What follows belongs to an exercise in optimizing a design on an open flow for small area, a short achievable clock period and few clock cycles per item; a production flow would make more cautious choices. Function was checked by simulation only, so behaviour that the tests miss may differ from the original.

==> flow/design.v (outline; a module is shown in full before it is edited, if it fits) <==
// module jac_fa: 10 lines
// module joint_angle_cosine: 5248 lines
module joint_angle_cosine (
    input  logic                         i_clk,
    input  logic                         i_rst_n,
    input  logic                         i_pt_valid,
    output logic                         o_pt_ready,
    input  logic signed [COORD_BITS-1:0] i_end1_x,
    input  logic signed [COORD_BITS-1:0] i_end1_y,
    input  logic signed [COORD_BITS-1:0] i_end1_z,
    input  logic signed [COORD_BITS-1:0] i_vertex_x,
    input  logic signed [COORD_BITS-1:0] i_vertex_y,
    input  logic signed [COORD_BITS-1:0] i_vertex_z,
    input  logic signed [COORD_BITS-1:0] i_end2_x,
    input  logic signed [COORD_BITS-1:0] i_end2_y,
    input  logic signed [COORD_BITS-1:0] i_end2_z,
    output logic                         o_cos_valid,
    input  logic                         i_cos_ready,
    output logic signed [COS_BITS-1:0]   o_cos_cosine_q14,
    output logic                         o_cos_degenerate
);
  // ...
==> flow/run.sh <==
#!/bin/bash
# synth_recipe.tcl (not shown) runs the flow's synth.tcl, then flattens the netlist and writes it again
# the make line also repeats each setting of config.mk as NAME=value (left out here)
make -C /OpenROAD-flow-scripts/flow DESIGN_CONFIG=/design/flow/config.mk WORK_HOME=/design/flow/orfs CLKGATE_MAP_FILE= SYNTH_SCRIPT=/design/flow/synth_recipe.tcl finish
==> flow/config.mk <==
export PLATFORM = sky130hd
export DESIGN_NAME = joint_angle_cosine
export DESIGN_NICKNAME = joint_angle_cosine
export VERILOG_FILES = /design/flow/design.v
export SDC_FILE = /design/flow/constraint.sdc
export NUM_CORES = 4
export LEC_CHECK = 0
export CAP_MARGIN = 20
export CORE_MARGIN = 2
export CORE_UTILIZATION = 55
export SETUP_SLACK_MARGIN = 3.3
export SLEW_MARGIN = 20
export SYNTH_HIERARCHICAL = 1
==> flow/constraint.sdc <==
create_clock -name core_clock -period 7.0 [get_ports {i_clk}]
set_input_delay 1.4000 -clock core_clock [delete_from_list [all_inputs] [get_ports {i_clk}]]
set_output_delay 1.4000 -clock core_clock [all_outputs]
set_load 0.01 [all_outputs]
==> run notes, run 1 <==
Startpoint Class=flop; multi-input combinational area share=50.5%; FFs w/ async S/R, synth=0%; Syn. warnings=7; crit path capture type=flop; CP Data Required Time=7770 ps; Ant. Diodes=31; Non-Clock Buffer Count=422; M1 wire length=203,000 um; Reg area=80,300 um2; die width=600 um; Yosys cell types=97; status=finished clean; H-tree Lvls=5; hold path endpoint=r_mag_s13[2]; GRT busiest layer=met2; antenna violations before repair=20; highest-count cells in the layout ignoring fill and taps=dfxtp_1 (3,056), fa_1 (1,784), and2_1 (1,583); placed cell areas=203,000 um2; Worst Tran Pin Value=1090 ps; number of placement rows=218; Final Hold Slack=281 ps; M3 GR Usage=3.36%; largest area contributor in the netlist=dfxtp_1; Seq area share=36.7%; largest family of logic cells by synthesized area=adder cells; invs w/o clock=1,265; number of enable flip-flop cells after synthesis=544
Testbench counts, summed over its fixed seeds: cycles 4,124, items 4,000.
==> run 2: changes to the inputs <==
--- a/flow/config.mk
+++ b/flow/config.mk
@@ -8,6 +8,9 @@
 export CAP_MARGIN = 20
 export CORE_MARGIN = 2
 export CORE_UTILIZATION = 55
+export CTS_BUF_LIST = sky130_fd_sc_hd__clkbuf_16
+export CTS_CLUSTER_DIAMETER = 100
+export CTS_CLUSTER_SIZE = 20
 export SETUP_SLACK_MARGIN = 3.3
 export SLEW_MARGIN = 20
 export SYNTH_HIERARCHICAL = 1
==> run notes, run 2 <==
status=finished clean (unchanged); number of enable flip-flop cells after synthesis=544 (unchanged); final hold violation count=0 (unchanged); Vias=118k (was 119k); Final WS setup=3230 ps (was 3300 ps); Synth Area in Simple Gates=10.1% (unchanged); first-pass GRT wire length=716,000 um (was 724,000 um); vias in the first global route=122k (was 124k); CTS Sinks=3,727 (unchanged); Post-Synthesis Cells=16.7k (unchanged); Pins Over Slew Limit=0 (unchanged); number of placement rows=218 (unchanged); Final Instance Area=211,000 um2 (was 219,000 um2); die area=360,000 um2 (unchanged); Post-Syn Area=195,000 um2 (unchanged); highest-count cells in the layout ignoring fill and taps=dfxtp_1 (3,062), fa_1 (1,783), and2_1 (1,583) (was dfxtp_1 (3,056), fa_1 (1,784), and2_1 (1,583)); Bufs on Longest Clock Path=4 (unchanged); Synth top cells by count=dfxtp_1 (3,183), fa_1 (1,787), and2_1 (1,584), xnor2_1 (1,375), ha_1 (1,358) (unchanged); f_max=265 MHz (was 270 MHz); FFs w/ async S/R, synth=0% (unchanged); Largest Register=r_mem (unchanged); Setup CP Type=flop to flop (unchanged); Max-Slew Margin vs Limit=27.4% (about the same); crit path cell chain=inv_1 -> ha_1 -> inv_1 -> fa_1 -> a21o_1 -> a21oi_1 -> o21ba_2 -> o31ai_1 -> a211oi_1 -> o31ai_1 -> a211oi_1 -> mux2_4 -> xnor2_1 (unchanged); share of the yosys chip area belonging to registers=41.0% (unchanged); crit path DAT=4520 ps (was 4480 ps); IO Port Bufs=166 (unchanged); #FFs+latches synth=3,727 (unchanged); top cells by area, synth=dfxtp_1 (33%), fa_1 (18%), ha_1 (8.7%) (unchanged); mux share of post-synthesis cell area=2.27% (unchanged); DP Worst Slack=2270 ps (unchanged); nets@finish=20.3k (was 20.5k); crit path capture type=flop (unchanged); area grow syn2layout=8.01% (was 11.9%); syn_area_per_cell=11.7 um2 (unchanged); Die Span Y=600 um (unchanged); clk_skew=103 ps (was 44.6 ps); most common cell in the netlist=dfxtp_1 (unchanged); Final min period=3770 ps (was 3700 ps); hpwl dp=350,000 um (unchanged); Synth Area in Adders=27.0% (unchanged); Detailed Routing Iterations Pass 1=6 (unchanged); Final ANT Viol Nets=0 (unchanged); area fraction in compound gates after synthesis=8.69% (unchanged); Top delay family on crit path=compound AO/OA/AOI/OAI gates (unchanged); antenna violations before repair=21 (was 20); setup violators final=0 (unchanged); unrepaired setup endpoints after global routing=true (unchanged); Synth Area in XOR/XNOR=7.77% (unchanged); Clock Latency Late Sink=980 ps (was 970 ps); largest family of logic cells by synthesized area=adder cells (unchanged); die width=600 um (unchanged); Syn. warnings=7 (unchanged); HP Class=flop to flop (unchanged); placed cell areas=203,000 um2 (unchanged); Startpoint Class=flop (unchanged); peak fanout along the critical path=16 (unchanged); initial DRC count=7,048 (was 7,041); Ports=167 (unchanged); largest net degree at the start of global routing=76 (unchanged); GP Congestion=0.896 (unchanged); drc violations=0 (unchanged); Worst Tran Pin Value=1090 ps (about the same); commonest non-fill, non-tap cell in the layout=dfxtp_1 (unchanged); CP Data Required Time=7750 ps (was 7770 ps); gr ovfl total=0 (unchanged); core box area=353,000 um2 (unchanged); TritonCTS clock tree=done (unchanged); CTS root buf=clkbuf_16 (unchanged); Initial Util=55.3% (unchanged); per-cell routed wire length=21.1 um (was 20.9 um); top cell type's share of synthesized area=32.6% (unchanged); WL final=462,000 um (was 466,000 um); Yosys cell types=97 (unchanged); biggest regs=r_mem x527, r_dr0_s4 x36, r_dr1_s4 x36 (unchanged); Worst-path clk slew=80 ps (was 60 ps); Num CTS Buffers=212 (was 393); share of cells above drive strength 1=6.17% (was 8.32%); Synth Flop Type=dfxtp_1 (unchanged); crit-path max cell delay=680 ps (was 670 ps); max FFs per register=527 (unchanged); CP max stage cell=xnor2_1 (unchanged); WP buf/inv=2 (unchanged); Max Cap Viol=0 (unchanged); detail-routed via count per cell=5.38 (was 5.34); Tcrit/Tclk final=53.9% (was 52.9%); setup tns final=0 ps (unchanged); GRT Total Usage=25.8% (was 26.1%); largest area contributor in the netlist=dfxtp_1 (unchanged); H-tree Lvls=4 (was 5)
## run 2: cell count changes in the layout (fill, tap and decap cells not counted), sizes merged
cell      before   now
bufinv        41     2
buf          254   260
clkinvlp      22     1
clkinv       102    16
clkbuf       535   218
inv         1280  1309
## run 2: timing repair
item | 4_1_cts | 5_1_grt
resized for setup | 181 | 175
setup endpoints to repair | 245 | 205
hold buffers | 0 | 0
gates cloned | 0 | 2
pin swaps | 7 | 50
buffers inserted | 29 | 84
## run 2: cell families (layout without fill, tap and decap cells)
kind of cell             count (synthesis)  count (layout)
adder cells (fa/ha/maj)               3145            3145
AND/OR/NAND/NOR                       3627            3627
buffers and inverters                 1656            1971
XOR/XNOR                              1731            1731
other                                    2              61
flip-flops                            3727            3727
multiplexers                           251             251
AO/OA/AOI/OAI                         2607            2607
## run 2: cell type report
type	count	area, um2
well taps	4730	5920
diodes	31	77.6
inverters	1265	4750
clock inverters	63	489
multi-input cells	11391	110000
clock buffers	215	5380
fillers	29559	142000
flip-flops and latches	3727	80300
repair buffers	428	3810
## run 2: per-layer routing
layer  part of all wire, %  GRT usage (%)  up-vias  wire [um]
li1                      -              -    56328          -
met1                    44           34.2    58110     203000
met2                    47           43.7     2455     218000
met3                   4.7           3.29      633      21600
met4                   4.2           9.11        4      19300
met5                0.0063              0        -         29
## run 2: modules after synthesis, one instance, submodules excluded
module | area (um2) | cells | flip-flops and latches
joint_angle_cosine | 165000 | 15222 | 3727
jac_fa | 20.0 | 1 | 0
## run 2: worst register-to-register path: stages, from the launching register on
cell	delay, ps
dfxtp_1	310
inv_1	70
ha_1	230
inv_1	70
fa_1	190
a21o_1	120
a21oi_1	80
o21ba_2	220
o31ai_1	410
a211oi_1	180
o31ai_1	440
a211oi_1	130
mux2_4	440
xnor2_1	690
## run 2: per-stage QoR
step	std cells	hold slack (ps)	util, %
after detailed placement	21426	312	57.4
after global placement	21426	309	57.4
after CTS	21733	257	59.3
after floorplan	16774	310	-
final	21850	262	59.8
after global routing	21841	254	59.7
## run 2: final timing paths
| kind | to | depth (start not counted) | from | slack (ps) |
|---|---|---|---|---|
| min reg2reg | r_mag_s10[27] | 0 | r_mag_s9[27] | 260 |
| max reg2reg | r_xc0_s2[4] | 13 | r_iend10_s1[0] | 3230 |
| max | r_xc0_s2[4] | 13 | r_iend10_s1[0] | 3230 |
| min | r_mag_s10[27] | 0 | r_mag_s9[27] | 260 |
==> run 3: changes to the inputs <==
--- a/flow/config.mk
+++ b/flow/config.mk
@@ -11,6 +11,6 @@
 export CTS_BUF_LIST = sky130_fd_sc_hd__clkbuf_16
 export CTS_CLUSTER_DIAMETER = 100
 export CTS_CLUSTER_SIZE = 20
-export SETUP_SLACK_MARGIN = 3.3
+export SETUP_SLACK_MARGIN = 3.5
 export SLEW_MARGIN = 20
 export SYNTH_HIERARCHICAL = 1
==> run notes, run 3 <==
vias in the first global route=123k (was 122k); TritonCTS clock tree=done (unchanged); Startpoint Class=flop (unchanged); unrepaired setup endpoints after global routing=true (unchanged); largest net degree at the start of global routing=83 (was 76); clk_skew=73.5 ps (was 103 ps); syn_area_per_cell=11.7 um2 (unchanged); crit-path max cell delay=470 ps (was 680 ps); number of enable flip-flop cells after synthesis=544 (unchanged); hpwl dp=351,000 um (was 350,000 um); nets@finish=20.5k (was 20.3k); Max-Slew Margin vs Limit=26.2% (was 27.4%); Vias=118k (about the same); Final Util=60.7% (was 59.8%); Pins Over Slew Limit=0 (unchanged); crit path DAT=4460 ps (was 4520 ps); setup violators final=0 (unchanged); Yosys cell types=97 (unchanged); per-cell routed wire length=21.2 um (was 21.1 um); Synth Flop Type=dfxtp_1 (unchanged); DP Worst Slack=2490 ps (was 2270 ps); Final ANT Viol Nets=0 (unchanged); Final min period=3630 ps (was 3770 ps); CTS root buf=clkbuf_16 (unchanged); CP max stage cell=dfxtp_4 (was xnor2_1); commonest non-fill, non-tap cell in the layout=dfxtp_1 (unchanged); placed cell areas=203,000 um2 (about the same); #FFs+latches synth=3,727 (unchanged); Bufs on Longest Clock Path=4 (unchanged); IO Port Bufs=166 (unchanged); most common cell in the netlist=dfxtp_1 (unchanged); largest area contributor in the netlist=dfxtp_1 (unchanged); Tcrit/Tclk final=51.9% (was 53.9%); Finished Layout Cells=22.0k (was 21.9k); Ports=167 (unchanged); Initial Util=55.3% (unchanged); CTS Sinks=3,727 (unchanged); crit path capture type=flop (unchanged); placed cell count=21.4k (about the same); Detailed Routing Iterations Pass 1=6 (unchanged); setup tns final=0 ps (unchanged); final hold violation count=0 (unchanged); Clock Latency Late Sink=950 ps (was 980 ps); detail-routed via count per cell=5.37 (was 5.38); Setup CP Type=flop to flop (unchanged); share of cells above drive strength 1=8.58% (was 6.17%); first-pass GRT wire length=716,000 um (about the same); Final WS setup=3370 ps (was 3230 ps); Worst Tran Pin Value=1110 ps (was 1090 ps); antenna violations before repair=18 (was 21); biggest regs=r_mem x527, r_dr0_s4 x36, r_dr1_s4 x36 (unchanged); top cells by area, synth=dfxtp_1 (33%), fa_1 (18%), ha_1 (8.7%) (unchanged); crit path cell chain=inv_2 -> ha_4 -> fa_2 -> a211oi_4 -> o21ai_2 -> a31o_1 -> o31a_1 -> o211a_1 -> a21oi_2 -> nor3_2 -> a2111oi_4 -> mux2_4 -> and2_4 (was inv_1 -> ha_1 -> inv_1 -> fa_1 -> a21o_1 -> a21oi_1 -> o21ba_2 -> o31ai_1 -> a211oi_1 -> o31ai_1 -> a211oi_1 -> mux2_4 -> xnor2_1); status=finished clean (unchanged); Final Instance Area=215,000 um2 (was 211,000 um2); H-tree Lvls=4 (unchanged); Final Hold Slack=300 ps (was 262 ps); top cell type's share of synthesized area=32.6% (unchanged); die width=600 um (unchanged); Die Span Y=600 um (unchanged); number of placement rows=218 (unchanged); HP Class=flop to flop (unchanged); Post-Syn Area=195,000 um2 (unchanged); Num CTS Buffers=214 (was 212); GP Congestion=0.897 (was 0.896); die area=360,000 um2 (unchanged); initial DRC count=6,651 (was 7,048); drc violations=0 (unchanged); area grow syn2layout=9.79% (was 8.01%); FFs w/ async S/R, synth=0% (unchanged); Synth top cells by count=dfxtp_1 (3,183), fa_1 (1,787), and2_1 (1,584), xnor2_1 (1,375), ha_1 (1,358) (unchanged); WL final=465,000 um (was 462,000 um); Post-Synthesis Cells=16.7k (unchanged); f_max=275 MHz (was 265 MHz); Worst-path clk slew=80 ps (about the same); CP Data Required Time=7830 ps (was 7750 ps); max FFs per register=527 (unchanged); Max Cap Viol=0 (unchanged); Syn. warnings=7 (unchanged); Fillers=29.2k (was 29.6k); gr ovfl total=0 (unchanged); Largest Register=r_mem (unchanged); share of the yosys chip area belonging to registers=41.0% (unchanged); core box area=353,000 um2 (unchanged); GRT Total Usage=25.9% (was 25.8%); highest-count cells in the layout ignoring fill and taps=dfxtp_1 (3,022), fa_1 (1,757), and2_1 (1,582) (was dfxtp_1 (3,062), fa_1 (1,783), and2_1 (1,583)); peak fanout along the critical path=6 (was 16)
## run 3: cell counts after synthesis
Identical to the previous run, type by type.
## run 3: area by class of cell
cell class	instances	area [um2]	area share, %
clock buffers	217	5430	2.53
clock inverters	65	558	0.260
diodes	18	45.0	0.0210
inverters	1265	4750	2.21
flip-flops and latches	3727	80500	37.5
well taps	4730	5920	2.76
multi-input cells	11391	112000	52.2
repair buffers	564	5380	2.51
## run 3: routing by layer
metal	part of all wire (%)	GRT usage [%]	vias up
met3	4.9	3.67	692
met5	0	0	-
met1	43	33.5	58225
met2	48	44.1	2542
met4	4.3	9.51	0
li1	-	-	56586
## run 3: Yosys stat by module, one instance, submodules excluded
| module | copies in the design | cells inside |
|---|---|---|
| jac_fa | 1524 | 1 |
| joint_angle_cosine | 1 | 15222 |
## run 3: path summary, 6_finish.rpt
check | slack, ps | depth (start not counted) | end | from
max | 3370 | 13 | r_q_s29[0] | r_R_s28[34]
min | 300 | 0 | r_mag_s14[24] | r_mag_s13[24]
max reg2reg | 3370 | 13 | r_q_s29[0] | r_R_s28[34]
min reg2reg | 300 | 0 | r_mag_s14[24] | r_mag_s13[24]
## run 3: kinds of logic after synthesis
group	count (synthesis)	share of synthesized area, %
DFF	3727	41.0
AOI/OAI and AO/OA	2607	8.69
muxes	251	2.27
buffers and inverters	1656	3.20
adders and majority gates	3145	27.0
other	2	0.00384
and+or+nand+nor	3627	10.1
xor gates and xnor gates	1731	7.77
## run 3: critical path, delay by kind of cell, from the launching register on
| kind | cells | cell delay, ps |
|---|---|---|
| compound gates | 7 | 1870 |
| flops | 1 | 470 |
| simple gates | 2 | 210 |
| mux | 1 | 350 |
| buf+inv | 1 | 70 |
| fa+ha+maj | 2 | 560 |
## run 3: repair_timing
action,4_1_cts,5_1_grt
resized for setup,389,475
pin swaps,58,202
hold buffers,0,0
buffers inserted,83,163
gates cloned,2,8
endpoints found under the setup margin,388,295
==> run 4: changes to the inputs <==
--- a/flow/config.mk
+++ b/flow/config.mk
@@ -9,8 +9,8 @@
 export CORE_MARGIN = 2
 export CORE_UTILIZATION = 55
 export CTS_BUF_LIST = sky130_fd_sc_hd__clkbuf_16
-export CTS_CLUSTER_DIAMETER = 100
-export CTS_CLUSTER_SIZE = 20
-export SETUP_SLACK_MARGIN = 3.5
+export CTS_CLUSTER_DIAMETER = 110
+export CTS_CLUSTER_SIZE = 22
+export SETUP_SLACK_MARGIN = 3.6
 export SLEW_MARGIN = 20
 export SYNTH_HIERARCHICAL = 1
==> run notes, run 4 <==
drc violations=0 (unchanged); Largest Register=r_mem (unchanged); largest net degree at the start of global routing=53 (was 83); per-cell routed wire length=21.4 um (was 21.2 um); peak fanout along the critical path=7 (was 6); DP Worst Slack=2670 ps (was 2490 ps); first-pass GRT wire length=722,000 um (was 716,000 um); number of enable flip-flop cells after synthesis=544 (unchanged); H-tree Lvls=4 (unchanged); hpwl dp=355,000 um (was 351,000 um); Yosys cell types=97 (unchanged); Tcrit/Tclk final=51.0% (was 51.9%); Syn. warnings=7 (unchanged); placed cell count=21.4k (about the same); Final min period=3570 ps (was 3630 ps); Die Span Y=600 um (unchanged); status=finished clean (unchanged); GRT Total Usage=26.2% (was 25.9%); biggest regs=r_mem x527, r_dr0_s4 x36, r_dr1_s4 x36 (unchanged); detail-routed via count per cell=5.39 (was 5.37); share of cells above drive strength 1=11.2% (was 8.58%); initial DRC count=7,257 (was 6,651); commonest non-fill, non-tap cell in the layout=dfxtp_1 (unchanged); HP Class=flop to flop (unchanged); highest-count cells in the layout ignoring fill and taps=dfxtp_1 (2,982), fa_1 (1,727), and2_1 (1,578) (was dfxtp_1 (3,022), fa_1 (1,757), and2_1 (1,582)); Max Cap Viol=0 (unchanged); share of the yosys chip area belonging to registers=41.0% (unchanged); clk_skew=82.3 ps (was 73.5 ps); crit path DAT=4430 ps (was 4460 ps); GP Congestion=0.916 (was 0.897); Pins Over Slew Limit=0 (unchanged); area grow syn2layout=11.4% (was 9.79%); unrepaired setup endpoints after global routing=true (unchanged); Final WS setup=3430 ps (was 3370 ps); antenna violations before repair=33 (was 18); CP Data Required Time=7860 ps (was 7830 ps); WL final=475,000 um (was 465,000 um); Worst Tran Pin Value=1040 ps (was 1110 ps); nets@finish=20.7k (was 20.5k); CTS root buf=clkbuf_16 (unchanged); Worst-path clk slew=90 ps (was 80 ps); most common cell in the netlist=dfxtp_1 (unchanged); Final Hold Slack=269 ps (was 300 ps); core box area=353,000 um2 (unchanged); Post-Synthesis Cells=16.7k (unchanged); Initial Util=55.3% (unchanged); Post-Syn Area=195,000 um2 (unchanged); Startpoint Class=flop (unchanged); die width=600 um (unchanged); Synth top cells by count=dfxtp_1 (3,183), fa_1 (1,787), and2_1 (1,584), xnor2_1 (1,375), ha_1 (1,358) (unchanged); Ports=167 (unchanged); Setup CP Type=flop to flop (unchanged); number of placement rows=218 (unchanged); FFs w/ async S/R, synth=0% (unchanged); Detailed Routing Iterations Pass 1=5 (was 6); Final ANT Viol Nets=0 (unchanged); final hold violation count=0 (unchanged); Clock Latency Late Sink=960 ps (was 950 ps); setup tns final=0 ps (unchanged); setup violators final=0 (unchanged); Max-Slew Margin vs Limit=30.1% (was 26.2%); max FFs per register=527 (unchanged); TritonCTS clock tree=done (unchanged); syn_area_per_cell=11.7 um2 (unchanged); IO Port Bufs=166 (unchanged); top cell type's share of synthesized area=32.6% (unchanged); Finished Layout Cells=22.2k (was 22.0k); largest area contributor in the netlist=dfxtp_1 (unchanged); Synth Flop Type=dfxtp_1 (unchanged); crit path capture type=flop (unchanged); CTS Hold Bufs=0 (unchanged); Vias=120k (was 118k); vias in the first global route=123k (about the same); CTS Sinks=3,727 (unchanged); top cells by area, synth=dfxtp_1 (33%), fa_1 (18%), ha_1 (8.7%) (unchanged); Num CTS Buffers=196 (was 214); die area=360,000 um2 (unchanged); #FFs+latches synth=3,727 (unchanged); Bufs on Longest Clock Path=4 (unchanged); gr ovfl total=0 (unchanged); f_max=280 MHz (was 275 MHz)
## run 4: final cells by class
| class | instances | area [um2] |
|---|---|---|
| multi-input combinational | 11392 | 114000 |
| clock buffer | 198 | 4950 |
| timing repair buffer | 785 | 7240 |
| tap | 4730 | 5920 |
| fill | 28895 | 136000 |
| antenna | 26 | 65.1 |
| inverter | 1265 | 4760 |
| clock inverter | 63 | 479 |
| sequential | 3727 | 80700 |
## run 4: metrics by stage
| step | util, % | area (um2) |
|---|---|---|
| after floorplan | - | 196000 |
| after global placement | 57.4 | 203000 |
| after detailed placement | 57.4 | 203000 |
| after CTS | 60.1 | 212000 |
| after global routing | 61.6 | 218000 |
| final | 61.6 | 218000 |
## run 4: worst paths after layout
path	startpoint	cells after the start	end	slack [ps]
setup / recovery	r_R_s28[34]	21	r_R_s29[8]	3430
hold / removal	r_mag_s10[13]	0	r_mag_s11[13]	270
setup reg to reg	r_R_s28[34]	21	r_R_s29[8]	3430
hold reg to reg	r_mag_s10[13]	0	r_mag_s11[13]	270
## run 4: cells by family after synthesis
group	count (synthesis)	share of synthesized area, %
multiplexers	251	2.27
flip-flops	3727	41.0
buffers and inverters	1656	3.20
AO/OA/AOI/OAI	2607	8.69
other	2	0.00384
AND/OR/NAND/NOR	3627	10.1
adder cells (fa/ha/maj)	3145	27.0
XOR/XNOR	1731	7.77
## run 4: per-module statistics from Yosys (local to each module, per instance)
module | flip-flops and latches | copies in the design | area (um2) | cells inside
jac_fa | 0 | 1524 | 20.0 | 1
joint_angle_cosine | 3727 | 1 | 165000 | 15222
## run 4: critical path: stages (launching register included)
cell and delay [ps]:
dfxtp_4 470, inv_2 70, ha_4 160, fa_2 390
a211oi_4 260, o21ai_2 100, buf_4 150, buf_4 120
buf_4 120, buf_4 120, buf_4 120, buf_4 120
buf_4 120, buf_4 120, buf_4 120, buf_4 120
buf_4 120, buf_4 120, buf_4 120, buf_4 120
buf_4 130, a32oi_1 190
## run 4: metal layers
layer  up-vias  GRT usage [%]  wire [um]
met1     59288           33.8     203000
met3       722           3.26      22100
met4         6           8.52      18300
met5         -              0         28
li1      57000              -          -
met2      2674           45.5     232000
## run 4: what timing repair did
| action | CTS | global route |
|---|---|---|
| setup buffers | 150 | 332 |
| resized for setup | 696 | 565 |
| gates cloned | 1 | 7 |
| pin swaps | 158 | 370 |
| endpoints found under the setup margin | 537 | 364 |
==> run 5: changes to the inputs <==
--- a/flow/config.mk
+++ b/flow/config.mk
@@ -11,6 +11,6 @@
 export CTS_BUF_LIST = sky130_fd_sc_hd__clkbuf_16
 export CTS_CLUSTER_DIAMETER = 110
 export CTS_CLUSTER_SIZE = 22
-export SETUP_SLACK_MARGIN = 3.6
+export SETUP_SLACK_MARGIN = 3.8
 export SLEW_MARGIN = 20
 export SYNTH_HIERARCHICAL = 1
==> run notes, run 5 <==
status=finished clean (unchanged); unrepaired setup endpoints after global routing=true (unchanged); Setup CP Type=flop to flop (unchanged); number of placement rows=218 (unchanged); f_max=284 MHz (was 280 MHz); Ports=167 (unchanged); first-pass GRT wire length=752,000 um (was 722,000 um); Pins Over Slew Limit=0 (unchanged); Max-Slew Margin vs Limit=28.4% (was 30.1%); nets@finish=21.0k (was 20.7k); core box area=353,000 um2 (unchanged); share of the yosys chip area belonging to registers=41.0% (unchanged); FFs w/ async S/R, synth=0% (unchanged); Vias=122k (was 120k); Post-Syn Area=195,000 um2 (unchanged); area grow syn2layout=15.4% (was 11.4%); initial DRC count=7,076 (was 7,257); Finished Layout Cells=22.6k (was 22.2k); Startpoint Class=flop (unchanged); Die Span Y=600 um (unchanged); Worst-path clk slew=90 ps (about the same); Num CTS Buffers=195 (was 196); Max Cap Viol=0 (unchanged); per-cell routed wire length=22.0 um (was 21.4 um); drc violations=0 (unchanged); gr ovfl total=0 (unchanged); most common cell in the netlist=dfxtp_1 (unchanged); vias in the first global route=126k (was 123k); GRT Total Usage=27.4% (was 26.2%); biggest regs=r_mem x527, r_dr0_s4 x36, r_dr1_s4 x36 (unchanged); CTS root buf=clkbuf_16 (unchanged); HP Class=flop to flop (unchanged); largest net degree at the start of global routing=72 (was 53); Final Instance Area=226,000 um2 (was 218,000 um2); crit path capture type=flop (unchanged); placed cell count=21.4k (about the same); Syn. warnings=7 (unchanged); peak fanout along the critical path=3 (was 7); Detailed Routing Iterations Pass 1=6 (was 5); WL final=497,000 um (was 475,000 um); number of enable flip-flop cells after synthesis=544 (unchanged); syn_area_per_cell=11.7 um2 (unchanged); clk_skew=65.6 ps (was 82.3 ps); hpwl dp=357,000 um (was 355,000 um); top cells by area, synth=dfxtp_1 (33%), fa_1 (18%), ha_1 (8.7%) (unchanged); share of cells above drive strength 1=17.0% (was 11.2%); IO Port Bufs=166 (unchanged); die area=360,000 um2 (unchanged); r2r setup slk=3480 ps (was 3430 ps); Largest Register=r_mem (unchanged); Final min period=3520 ps (was 3570 ps); Tcrit/Tclk final=50.3% (was 51.0%); detail-routed via count per cell=5.41 (was 5.39); largest area contributor in the netlist=dfxtp_1 (unchanged); antenna violations before repair=18 (was 33); Synth top cells by count=dfxtp_1 (3,183), fa_1 (1,787), and2_1 (1,584), xnor2_1 (1,375), ha_1 (1,358) (unchanged); Post-Synthesis Cells=16.7k (unchanged); Synth Flop Type=dfxtp_1 (unchanged); CP Data Required Time=7840 ps (was 7860 ps); Worst Tran Pin Value=1070 ps (was 1040 ps); highest-count cells in the layout ignoring fill and taps=dfxtp_1 (2,920), fa_1 (1,510), and2_1 (1,504) (was dfxtp_1 (2,982), fa_1 (1,727), and2_1 (1,578)); top cell type's share of synthesized area=32.6% (unchanged); Initial Util=55.3% (unchanged); commonest non-fill, non-tap cell in the layout=dfxtp_1 (unchanged); H-tree Lvls=4 (unchanged); GP Congestion=0.885 (was 0.916); Clock Latency Late Sink=950 ps (was 960 ps); max FFs per register=527 (unchanged); crit path DAT=4350 ps (was 4430 ps); placed cell areas=203,000 um2 (about the same); setup violators final=0 (unchanged); Yosys cell types=97 (unchanged); Final Util=63.9% (was 61.6%); CTS Sinks=3,727 (unchanged); die width=600 um (unchanged); setup tns final=0 ps (unchanged); final hold violation count=0 (unchanged); Bufs on Longest Clock Path=4 (unchanged); TritonCTS clock tree=done (unchanged); Final ANT Viol Nets=0 (unchanged); #FFs+latches synth=3,727 (unchanged)
==> run 5: cell counts after synthesis <==
No cell type changed its count.
==> run 5: layout make-up <==
class,count,area [um2]
Clock buffer,200,5000
Inverter,1265,4780
Tap cell,4730,5920
Fill cell,28119,128000
Multi-Input combinational cell,11401,117000
Sequential cell,3727,80800
Clock inverter,53,335
Antenna cell,26,65.1
Timing Repair Buffer,1156,11300
==> run 5: worst paths after layout <==
kind,startpoint,end,cells after the start
worst max register to register,r_Ra_s9[11],r_Ra_s10[13],14
worst min-delay path,r_mag_s13[23],r_mag_s14[23],0
worst max-delay path,r_Ra_s9[11],r_Ra_s10[13],14
worst min register to register,r_mag_s13[23],r_mag_s14[23],0
==> run 5: timing repair <==
item / CTS / global route
setup buffers: 577 / 314
hold buffers: 0 / 0
gates resized for setup: 1330 / 826
pin swaps: 703 / 721
setup endpoints to repair: 1465 / 938
cloned: 16 / 11
==> run 5: kinds of logic (layout without fill, tap and decap cells) <==
family,count (synthesis),after routing,share of synthesized area (%)
other,2,56,0.00384
AND/OR/NAND/NOR,3627,3632,10.1
adder cells (fa/ha/maj),3145,3145,27.0
flip-flops,3727,3727,41.0
AO/OA/AOI/OAI,2607,2607,8.69
XOR/XNOR,1731,1732,7.77
multiplexers,251,255,2.27
buffers and inverters,1656,2674,3.20
==> run 5: metal layers <==
metal  wire, um  global-route usage [%]  up-vias
li1           -                       -    57787
met2     240000                    46.8     2847
met4      24300                    11.6       10
met1     208000                    34.8    60571
met5         69                       0        -
met3      24800                    3.80      842
==> run 5: worst max-delay path: stages, from the launching register on <==
cell and delay, ps:
dfxtp_4 400, xnor2_4 180, inv_2 60, fa_1 540, inv_2 50, ha_4 220, a21oi_4 150, nor2b_1 70
o21a_1 210, o22a_1 190, a221o_1 370, o41ai_2 400, xor2_1 190, mux2i_1 130, xnor2_1 260
==> run 5: modules after synthesis, one instance, submodules excluded <==
module | flip-flops and latches | cells inside
jac_fa | 0 | 1
joint_angle_cosine | 3727 | 15222
==> run 5: per-stage QoR <==
step / hold WS, ps / worst slack [ps]
floorplan: 310 / 3230
global placement: 309 / 2510
detailed placement: 312 / 2440
CTS: 273 / 3380
global route: 292 / 3310
finish: 294 / 3480
==> run 6: changes to the inputs <==
--- a/flow/config.mk
+++ b/flow/config.mk
@@ -9,8 +9,8 @@
 export CORE_MARGIN = 2
 export CORE_UTILIZATION = 55
 export CTS_BUF_LIST = sky130_fd_sc_hd__clkbuf_16
-export CTS_CLUSTER_DIAMETER = 110
-export CTS_CLUSTER_SIZE = 22
-export SETUP_SLACK_MARGIN = 3.8
+export CTS_CLUSTER_DIAMETER = 130
+export CTS_CLUSTER_SIZE = 26
+export SETUP_SLACK_MARGIN = 3.6
 export SLEW_MARGIN = 20
 export SYNTH_HIERARCHICAL = 1
==> run notes, run 6 <==
status=finished clean (unchanged); number of placement rows=218 (unchanged); Worst-path clk slew=100 ps (was 90 ps); most common cell in the netlist=dfxtp_1 (unchanged); Synth Flop Type=dfxtp_1 (unchanged); Post-Syn Area=195,000 um2 (unchanged); share of the yosys chip area belonging to registers=41.0% (unchanged); top cell type's share of synthesized area=32.6% (unchanged); Synth Area in Adders=27.0% (unchanged); Bufs on Longest Clock Path=4 (unchanged); Initial Util=55.3% (unchanged); met2 GRT Util=45.2% (was 46.8%); largest area contributor in the netlist=dfxtp_1 (unchanged); Ports=167 (unchanged); Setup CP Type=flop to flop (unchanged); FFs w/ async S/R, synth=0% (unchanged); nets@finish=20.6k (was 21.0k); biggest regs=r_mem x527, r_dr0_s4 x36, r_dr1_s4 x36 (unchanged); IO Port Bufs=166 (unchanged); Die Span Y=600 um (unchanged); die area=360,000 um2 (unchanged); Syn. warnings=7 (unchanged); max FFs per register=527 (unchanged); Critical R2R Launch=r_R_s23[34] (was r_Ra_s9[11]); CTS Hold Bufs=0 (unchanged); largest family of logic cells by synthesized area=adder cells (unchanged); first-pass GRT wire length=721,000 um (was 752,000 um); HP Class=flop to flop (unchanged); Fillers=28.9k (was 28.1k); peak fanout along the critical path=6 (was 3); area fraction in compound gates after synthesis=8.69% (unchanged); placed cell areas=203,000 um2 (about the same); number of cells on the worst hold path=0 (unchanged); WP buf/inv=1 (was 2); GP Congestion=0.916 (was 0.885); TritonCTS clock tree=done (unchanged); DP Worst Slack=2670 ps (was 2440 ps); clk_skew=81.9 ps (was 65.6 ps); detail-routed via count per cell=5.39 (was 5.41); unrepaired setup endpoints after global routing=true (unchanged); crit path DAT=4340 ps (was 4350 ps); reg2reg path depth=13 (was 14); Top delay family on crit path=compound AO/OA/AOI/OAI gates (unchanged); syn_area_per_cell=11.7 um2 (unchanged); crit-path max cell delay=420 ps (was 540 ps); Final ANT Viol Nets=0 (unchanged); GRT busiest layer=met2 (unchanged); number of enable flip-flop cells after synthesis=544 (unchanged); share of cells above drive strength 1=11.1% (was 17.0%); Num CTS Buffers=169 (was 195); Final WS setup=3470 ps (was 3480 ps); Max Cap Viol=0 (unchanged); CTS Sinks=3,727 (unchanged); hold wc startpoint=r_mag_s10[13] (was r_mag_s13[23]); Startpoint Class=flop (unchanged); setup tns final=0 ps (unchanged); H-tree Lvls=4 (unchanged); per-cell routed wire length=21.5 um (was 22.0 um); die width=600 um (unchanged); Final min period=3530 ps (was 3520 ps); Synth Area in XOR/XNOR=7.77% (unchanged); WL final=476,000 um (was 497,000 um); area grow syn2layout=11.1% (was 15.4%); gr ovfl total=0 (unchanged); Final Instance Area=217,000 um2 (was 226,000 um2); #FFs+latches synth=3,727 (unchanged); mux share of post-synthesis cell area=2.27% (unchanged); vias in the first global route=123k (was 126k); M3 GR Usage=3.53% (was 3.80%); largest net degree at the start of global routing=53 (was 72); Tcrit/Tclk final=50.4% (was 50.3%); GR Util met1=33.8% (was 34.8%); crit path capture type=flop (unchanged); Yosys cell types=97 (unchanged); crit path cell chain=buf_6 -> xnor2_1 -> fa_2 -> a21o_1 -> a21oi_2 -> o21ai_2 -> a221o_1 -> a211o_1 -> a311o_1 -> a311oi_2 -> or3_4 -> o21ai_4 -> xnor2_4 (was xnor2_4 -> inv_2 -> fa_1 -> inv_2 -> ha_4 -> a21oi_4 -> nor2b_1 -> o21a_1 -> o22a_1 -> a221o_1 -> o41ai_2 -> xor2_1 -> mux2i_1 -> xnor2_1); Worst Tran Pin Value=1150 ps (was 1070 ps); setup violators final=0 (unchanged); f_max=283 MHz (was 284 MHz); Detailed Routing Iterations Pass 1=5 (was 6); Vias=119k (was 122k); Synth Area in Simple Gates=10.1% (unchanged); final hold violation count=0 (unchanged); top cells by area, synth=dfxtp_1 (33%), fa_1 (18%), ha_1 (8.7%) (unchanged); core box area=353,000 um2 (unchanged); Final Hold Slack=286 ps (was 294 ps); r2r setup slk=3470 ps (was 3480 ps); R2R Path End=r_R_s24[34] (was r_Ra_s10[13]); Max-Slew Margin vs Limit=22.9% (was 28.4%); CTS root buf=clkbuf_16 (unchanged); CP max stage cell=dfxtp_4 (was fa_1); hpwl dp=355,000 um (was 357,000 um); Pins Over Slew Limit=0 (unchanged); initial DRC count=7,131 (was 7,076); Post-Synthesis Cells=16.7k (unchanged); commonest non-fill, non-tap cell in the layout=dfxtp_1 (unchanged); Clock Latency Late Sink=940 ps (was 950 ps); antenna violations before repair=31 (was 18); Synth top cells by count=dfxtp_1 (3,183), fa_1 (1,787), and2_1 (1,584), xnor2_1 (1,375), ha_1 (1,358) (unchanged); drc violations=0 (unchanged); GRT Total Usage=26.1% (was 27.4%); highest-count cells in the layout ignoring fill and taps=dfxtp_1 (2,975), fa_1 (1,734), and2_1 (1,574) (was dfxtp_1 (2,920), fa_1 (1,510), and2_1 (1,504)); CP Data Required Time=7810 ps (was 7840 ps); hold path endpoint=r_mag_s11[13] (was r_mag_s14[23]); Largest Register=r_mem (unchanged)
[run 6: kinds of logic after synthesis]
kind of cell | Yosys count
compound gates | 2607
xor+xnor | 1731
fa+ha+maj | 3145
buf+inv | 1656
flops | 3727
mux | 251
other cells | 2
simple gates | 3627
[run 6: repair_timing]
item,CTS,global route
gates resized for setup,676,641
setup endpoints to repair,537,382
buffers inserted,139,317
pin swaps,164,413
gates cloned,3,10
[run 6: how the worst max path moves through the flow]
stage,startpoint,end,slack [ps],cells after the start
floorplan,r_sat_s30,r_mem[0][4],3230,7
global placement,r_R_s28[34],r_q_s29[0],2700,13
detailed placement,r_R_s28[34],r_q_s29[0],2670,13
CTS,r_R_s23[34],r_R_s24[34],3330,13
global route,r_R_s23[34],r_R_s24[34],3290,13
finish,r_R_s23[34],r_R_s24[34],3470,13
[run 6: per-layer routing]
metal / up-vias / share of wire, %
met5: - / 0.012
met4: 8 / 3.8
met3: 673 / 4.8
met2: 2660 / 49
met1: 59071 / 43
li1: 56930 / -
[run 6: Yosys stat by module, one instance, submodules excluded]
module	cells	flip-flops and latches	area, um2	times used
joint_angle_cosine	15222	3727	165000	1
jac_fa	1	0	20.0	1524
[run 6: area by class of cell]
type                       count  area [um2]  area share [%]
clock buffer                 173        4330            1.99
inverter                    1265        4760            2.19
multi-input combinational  11394      114000            52.4
tap                         4730        5920            2.73
antenna                       34        85.1          0.0392
sequential                  3727       80700            37.2
timing repair buffer         762        7240            3.33
clock inverter                51         389           0.179
[run 6: through the flow]
stage | util (%) | cells
finish | 61.5 | 22136
global route | 61.4 | 22119
CTS | 59.8 | 21775
detailed placement | 57.4 | 21409
global placement | 57.4 | 21409
floorplan | - | 16774
[run 6: worst reg2reg max path, cell delays in order (launching register included)]
cell	delay (ps)
dfxtp_4	420
buf_6	150
xnor2_1	150
fa_2	370
a21o_1	180
a21oi_2	190
o21ai_2	90
a221o_1	380
a211o_1	330
a311o_1	320
a311oi_2	330
or3_4	200
o21ai_4	80
xnor2_4	250
==> run 7: changes to the inputs <==
--- a/flow/config.mk
+++ b/flow/config.mk
@@ -7,7 +7,7 @@
 export LEC_CHECK = 0
 export CAP_MARGIN = 20
 export CORE_MARGIN = 2
-export CORE_UTILIZATION = 55
+export CORE_UTILIZATION = 45
 export CTS_BUF_LIST = sky130_fd_sc_hd__clkbuf_16
 export CTS_CLUSTER_DIAMETER = 130
 export CTS_CLUSTER_SIZE = 26
==> run notes, run 7 <==
GRT busiest layer=met2 (unchanged); detail-routed via count per cell=5.13 (was 5.39); Largest Register=r_mem (unchanged); number of placement rows=242 (was 218); CP max stage cell=dfxtp_4 (unchanged); setup tns final=0 ps (unchanged); setup violators final=0 (unchanged); share of the yosys chip area belonging to registers=41.0% (unchanged); Final min period=3520 ps (was 3530 ps); HP Class=flop to flop (unchanged); commonest non-fill, non-tap cell in the layout=dfxtp_1 (unchanged); number of enable flip-flop cells after synthesis=544 (unchanged); Synth Area in Adders=27.0% (unchanged); Reg area=80,700 um2 (about the same); Bufs on Longest Clock Path=4 (unchanged); Synth Flop Type=dfxtp_1 (unchanged); area grow syn2layout=10.9% (was 11.1%); area fraction in compound gates after synthesis=8.69% (unchanged); WP buf/inv=1 (unchanged); Worst-path clk slew=90 ps (was 100 ps); Setup CP Type=flop to flop (unchanged); CP Data Required Time=7810 ps (about the same); final hold violation count=0 (unchanged); Num CTS Buffers=171 (was 169); Ports=167 (unchanged); Pins Over Slew Limit=0 (unchanged); Tcrit/Tclk final=50.2% (was 50.4%); Final ANT Viol Nets=0 (unchanged); Yosys cell types=97 (unchanged); max FFs per register=527 (unchanged); crit path cell chain=buf_8 -> xnor2_1 -> ha_1 -> nor4_1 -> o21ai_2 -> a221o_1 -> a211o_1 -> a311o_1 -> a311oi_2 -> or3_4 -> o21ai_4 -> xnor2_2 (was buf_6 -> xnor2_1 -> fa_2 -> a21o_1 -> a21oi_2 -> o21ai_2 -> a221o_1 -> a211o_1 -> a311o_1 -> a311oi_2 -> or3_4 -> o21ai_4 -> xnor2_4); IO Port Bufs=166 (unchanged); #FFs+latches synth=3,727 (unchanged); f_max=284 MHz (was 283 MHz); vias in the first global route=123k (about the same); number of cells on the worst hold path=0 (unchanged); reg2reg path depth=12 (was 13); die width=663 um (was 600 um); status=finished clean (unchanged); H-tree Lvls=4 (unchanged); drc violations=0 (unchanged); hpwl dp=345,000 um (was 355,000 um); Post-Syn Area=195,000 um2 (unchanged); most common cell in the netlist=dfxtp_1 (unchanged); per-cell routed wire length=20.1 um (was 21.5 um); Worst Tran Pin Value=1030 ps (was 1150 ps); top cells by area, synth=dfxtp_1 (33%), fa_1 (18%), ha_1 (8.7%) (unchanged); core box area=433,000 um2 (was 353,000 um2); Synth Area in XOR/XNOR=7.77% (unchanged); crit path DAT=4330 ps (was 4340 ps); Synth top cells by count=dfxtp_1 (3,183), fa_1 (1,787), and2_1 (1,584), xnor2_1 (1,375), ha_1 (1,358) (unchanged); Max Cap Viol=0 (unchanged); FFs w/ async S/R, synth=0% (unchanged); Detailed Routing Iterations Pass 1=5 (unchanged); CTS Sinks=3,727 (unchanged); crit path capture type=flop (unchanged); first-pass GRT wire length=713,000 um (was 721,000 um); highest-count cells in the layout ignoring fill and taps=dfxtp_1 (2,989), fa_1 (1,750), and2_1 (1,582) (was dfxtp_1 (2,975), fa_1 (1,734), and2_1 (1,574)); largest area contributor in the netlist=dfxtp_1 (unchanged); gr ovfl total=0 (unchanged); CTS Hold Bufs=0 (unchanged); Initial Util=45.1% (was 55.3%); die area=440,000 um2 (was 360,000 um2); unrepaired setup endpoints after global routing=true (unchanged); crit-path max cell delay=470 ps (was 420 ps); initial DRC count=6,826 (was 7,131); peak fanout along the critical path=16 (was 6); Final Hold Slack=272 ps (was 286 ps); clk_skew=63.8 ps (was 81.9 ps); Max-Slew Margin vs Limit=31.0% (was 22.9%); TritonCTS clock tree=done (unchanged); mux share of post-synthesis cell area=2.27% (unchanged); CP Depth=12 (was 13); Final Util=50.0% (was 61.5%); Fillers=38.6k (was 28.9k); Clock Latency Late Sink=940 ps (about the same); syn_area_per_cell=11.7 um2 (unchanged); antenna violations before repair=14 (was 31); Multi-input gate area=113,000 um2 (was 114,000 um2); M3 GR Usage=2.77% (was 3.53%); Vias=118k (was 119k); CTS root buf=clkbuf_16 (unchanged); met2 GRT Util=35.5% (was 45.2%); Top delay family on crit path=compound AO/OA/AOI/OAI gates (unchanged); top cell type's share of synthesized area=32.6% (unchanged); share of cells above drive strength 1=9.93% (was 11.1%); biggest regs=r_mem x527, r_dr0_s4 x36, r_dr1_s4 x36 (unchanged); Die Span Y=663 um (was 600 um); Startpoint Class=flop (unchanged); Post-Synthesis Cells=16.7k (unchanged); GR Util met1=27.1% (was 33.8%); Synth Area in Simple Gates=10.1% (unchanged); largest net degree at the start of global routing=142 (was 53); GP Congestion=0.883 (was 0.916); nets@finish=20.6k (about the same); largest family of logic cells by synthesized area=adder cells (unchanged); GRT Total Usage=20.7% (was 26.1%); Syn. warnings=7 (unchanged); WL final=464,000 um (was 476,000 um)
## run 7: cell counts after synthesis
No cell type changed its count.
## run 7: layer usage
| metal | share of wire [%] | wire length, um |
|---|---|---|
| met1 | 44 | 203000 |
| met2 | 48 | 222000 |
| met3 | 4.7 | 21800 |
| met4 | 3.5 | 16100 |
| met5 | 0.0067 | 31 |
## run 7: metrics by stage
step,cells,area (um2),worst slack [ps]
2_1_floorplan,16774,196000,3230
3_5_place_dp,22396,204000,2710
4_1_cts,22723,212000,3490
5_1_grt,23069,217000,3350
6_report,23083,217000,3480
3_3_place_gp,22395,204000,2740
## run 7: Yosys stat by module, one instance, submodules excluded
module	cell area [um2]	copies in the design
joint_angle_cosine	165000	1
jac_fa	20.0	1524
## run 7: final timing paths
kind                 startpoint       endpoint  slack, ps
setup / recovery    r_R_s23[34]    r_R_s24[34]       3480
hold / removal    r_rada_s10[2]  r_rada_s11[2]        270
setup reg to reg    r_R_s23[34]    r_R_s24[34]       3480
hold reg to reg   r_rada_s10[2]  r_rada_s11[2]        270
## run 7: kinds of logic after synthesis
group | count (synthesis)
xor+xnor | 1731
other cells | 2
fa+ha+maj | 3145
mux | 251
compound gates | 2607
buf+inv | 1656
simple gates | 3627
flops | 3727
## run 7: cell type report
type | count | share of cell area, %
Multi-Input combinational cell | 11392 | 52.0
Sequential cell | 3727 | 37.2
Tap cell | 5734 | 3.31
Timing Repair Buffer | 703 | 2.97
Inverter | 1265 | 2.19
Clock buffer | 173 | 2.00
Clock inverter | 53 | 0.229
Antenna cell | 36 | 0.0416
## run 7: what timing repair did
item,4_1_cts,5_1_grt
gates resized for setup,591,503
pin swaps,91,306
hold endpoints to repair,0,0
endpoints found under the setup margin,460,395
setup buffers,98,320
cloned,3,4
==> run 8: changes to the inputs <==
--- a/flow/config.mk
+++ b/flow/config.mk
@@ -7,7 +7,7 @@
 export LEC_CHECK = 0
 export CAP_MARGIN = 20
 export CORE_MARGIN = 2
-export CORE_UTILIZATION = 45
+export CORE_UTILIZATION = 38
 export CTS_BUF_LIST = sky130_fd_sc_hd__clkbuf_16
 export CTS_CLUSTER_DIAMETER = 130
 export CTS_CLUSTER_SIZE = 26
==> run notes, run 8 <==
crit-path max cell delay=470 ps (about the same); share of the yosys chip area belonging to registers=41.0% (unchanged); Setup CP Type=flop to flop (unchanged); Multi-input gate area=113,000 um2 (about the same); Worst Tran Pin Value=1010 ps (was 1030 ps); commonest non-fill, non-tap cell in the layout=dfxtp_1 (unchanged); Final Util=42.6% (was 50.0%); largest net degree at the start of global routing=103 (was 142); gr ovfl total=0 (unchanged); Vias=119k (was 118k); Synth Flop Type=dfxtp_1 (unchanged); f_max=292 MHz (was 284 MHz); CP max stage cell=fa_1 (was dfxtp_4); WL final=464,000 um (about the same); IO Port Bufs=166 (unchanged); Synth top cells by count=dfxtp_1 (3,183), fa_1 (1,787), and2_1 (1,584), xnor2_1 (1,375), ha_1 (1,358) (unchanged); Die Span Y=721 um (was 663 um); Final Instance Area=218,000 um2 (was 217,000 um2); biggest regs=r_mem x527, r_dr0_s4 x36, r_dr1_s4 x36 (unchanged); Num CTS Buffers=171 (unchanged); Detailed Routing Iterations Pass 1=6 (was 5); Reg area=80,700 um2 (about the same); top cells by area, synth=dfxtp_1 (33%), fa_1 (18%), ha_1 (8.7%) (unchanged); setup violators final=0 (unchanged); area grow syn2layout=11.8% (was 10.9%); final hold violation count=0 (unchanged); DP Worst Slack=2550 ps (was 2710 ps); die width=721 um (was 663 um); die area=520,000 um2 (was 440,000 um2); Bufs on Longest Clock Path=4 (unchanged); detail-routed via count per cell=4.92 (was 5.13); drc violations=0 (unchanged); Tcrit/Tclk final=48.9% (was 50.2%); Syn. warnings=7 (unchanged); GRT Total Usage=17.4% (was 20.7%); unrepaired setup endpoints after global routing=true (unchanged); HP Class=flop to flop (unchanged); CTS Sinks=3,727 (unchanged); CP Data Required Time=7850 ps (was 7810 ps); number of placement rows=263 (was 242); WP buf/inv=2 (was 1); number of enable flip-flop cells after synthesis=544 (unchanged); crit path cell chain=xnor2_4 -> inv_2 -> fa_1 -> buf_4 -> ha_4 -> a21oi_4 -> o21bai_4 -> a31o_4 -> a41oi_4 -> a2111oi_4 -> o21a_1 -> or3_4 -> a31oi_4 -> xor2_1 (was buf_8 -> xnor2_1 -> ha_1 -> nor4_1 -> o21ai_2 -> a221o_1 -> a211o_1 -> a311o_1 -> a311oi_2 -> or3_4 -> o21ai_4 -> xnor2_2); crit path DAT=4270 ps (was 4330 ps); first-pass GRT wire length=713,000 um (about the same); syn_area_per_cell=11.7 um2 (unchanged); #FFs+latches synth=3,727 (unchanged); placed cell areas=205,000 um2 (was 204,000 um2); share of cells above drive strength 1=10.1% (was 9.93%); Final ANT Viol Nets=0 (unchanged); core box area=513,000 um2 (was 433,000 um2); status=finished clean (unchanged); Finished Layout Cells=24.1k (was 23.1k); TritonCTS clock tree=done (unchanged); clk_skew=94.9 ps (was 63.8 ps); largest area contributor in the netlist=dfxtp_1 (unchanged); Largest Register=r_mem (unchanged); per-cell routed wire length=19.2 um (was 20.1 um); Fillers=47.9k (was 38.6k); Max Cap Viol=0 (unchanged); highest-count cells in the layout ignoring fill and taps=dfxtp_1 (2,987), fa_1 (1,746), and2_1 (1,581) (was dfxtp_1 (2,989), fa_1 (1,750), and2_1 (1,582)); Final WS setup=3580 ps (was 3480 ps); Startpoint Class=flop (unchanged); peak fanout along the critical path=5 (was 16); vias in the first global route=123k (about the same); Post-Syn Area=195,000 um2 (unchanged); placed cell count=23.4k (was 22.4k); hpwl dp=345,000 um (about the same); Final min period=3420 ps (was 3520 ps); setup tns final=0 ps (unchanged); top cell type's share of synthesized area=32.6% (unchanged); Post-Synthesis Cells=16.7k (unchanged); Pins Over Slew Limit=0 (unchanged); max FFs per register=527 (unchanged); most common cell in the netlist=dfxtp_1 (unchanged); H-tree Lvls=4 (unchanged); Clock Latency Late Sink=940 ps (about the same); initial DRC count=7,452 (was 6,826); nets@finish=20.6k (about the same); Max-Slew Margin vs Limit=32.5% (was 31.0%); CTS root buf=clkbuf_16 (unchanged); crit path capture type=flop (unchanged); GP Congestion=0.889 (was 0.883); Final Hold Slack=242 ps (was 272 ps); antenna violations before repair=17 (was 14); Worst-path clk slew=100 ps (was 90 ps); Top delay family on crit path=compound AO/OA/AOI/OAI gates (unchanged); Yosys cell types=97 (unchanged); Ports=167 (unchanged); FFs w/ async S/R, synth=0% (unchanged); Initial Util=38.1% (was 45.1%)
-- run 8: per-layer routing --
metal | global-route usage (%) | up-vias | part of all wire, %
met3 | 2.26 | 663 | 4.8
li1 | - | 56819 | -
met5 | 0 | - | 0.0028
met2 | 30.0 | 2644 | 48
met1 | 22.5 | 58771 | 43
met4 | 5.81 | 2 | 3.8
-- run 8: area by class of cell --
cell class,instances,share of cell area (%)
inverters,1265,2.18
well taps,6757,3.87
diodes,31,0.0355
multi-input cells,11392,51.6
repair buffers,745,3.14
clock buffers,171,1.96
clock inverters,60,0.273
flip-flops and latches,3727,36.9
-- run 8: Yosys stat by module, one instance, submodules excluded --
module | times used | flops+latches | area [um2]
jac_fa | 1524 | 0 | 20.0
joint_angle_cosine | 1 | 3727 | 165000
-- run 8: kinds of logic (layout without fill, tap and decap cells) --
group           Yosys count  after routing  share of synthesized area (%)
xor+xnor               1731           1731                           7.77
mux                     251            252                           2.27
fa+ha+maj              3145           3145                           27.0
other cells               2             61                        0.00384
compound gates         2607           2607                           8.69
flops                  3727           3727                           41.0
buf+inv                1656           2241                           3.20
simple gates           3627           3627                           10.1
-- run 8: path summary, 6_finish.rpt --
path,start,to,slack [ps],cells past startpoint
setup / recovery,r_Ra_s10[13],r_ra_s11[0],3580,14
hold / removal,r_mag_s9[19],r_mag_s10[19],240,0
setup reg to reg,r_Ra_s10[13],r_ra_s11[0],3580,14
hold reg to reg,r_mag_s9[19],r_mag_s10[19],240,0
-- run 8: timing repair --
action / in CTS / in global routing
pin swaps: 95 / 318
setup buffers: 146 / 305
cloned: 7 / 3
hold buffers: 0 / 0
setup endpoints to repair: 474 / 394
gates resized for setup: 588 / 502

## afterwards: timing with drivers on the ports
The results above use ideal ports. As a check the final layouts listed here were re-extracted and re-timed, cells and wires unchanged. Step 1: set_driving_cell puts a clkbuf_16 on i_clk and a buf_2 on each other input, an assumption about the parent block. Step 2 adds t to the input delays and takes it off the output delays; t is the mean of the earliest and latest rising clock arrival at the registers after step 1. Input paths then give back, and output paths get back, about the clock's delay inside the block. Slacks: ideal / step 1 / step 2; pairs: ideal / step 1.
run | t, ns | setup WS [ns] | hold WS [ns] | latest minus earliest clock arrival (ns)
run 1 | 1.050 | 3.298 / 3.298 / 2.624 | 0.281 / 0.281 / 0.281 | 0.057 / 0.056
run 2 | 1.036 | 3.228 / 3.228 / 2.648 | 0.262 / 0.262 / 0.262 | 0.111 / 0.111
run 3 | 1.023 | 3.368 / 3.368 / 2.726 | 0.300 / 0.300 / 0.300 | 0.075 / 0.076
run 4 | 1.031 | 3.429 / 3.429 / 2.969 | 0.269 / 0.269 / 0.269 | 0.090 / 0.090
run 5 | 1.034 | 3.482 / 3.482 / 3.140 | 0.294 / 0.294 / 0.294 | 0.083 / 0.083
run 6 | 1.020 | 3.470 / 3.470 / 2.981 | 0.286 / 0.286 / 0.286 | 0.104 / 0.104
run 7 | 1.034 | 3.483 / 3.483 / 2.776 | 0.272 / 0.272 / 0.272 | 0.100 / 0.100
run 8 | 1.034 | 3.579 / 3.579 / 2.987 | 0.242 / 0.242 / 0.242 | 0.148 / 0.147
After both steps every run listed still meets setup and hold. For run 7, which loses most, drivers alone change the setup slack by 0.000 ns; drivers and shift together by -0.707 ns.
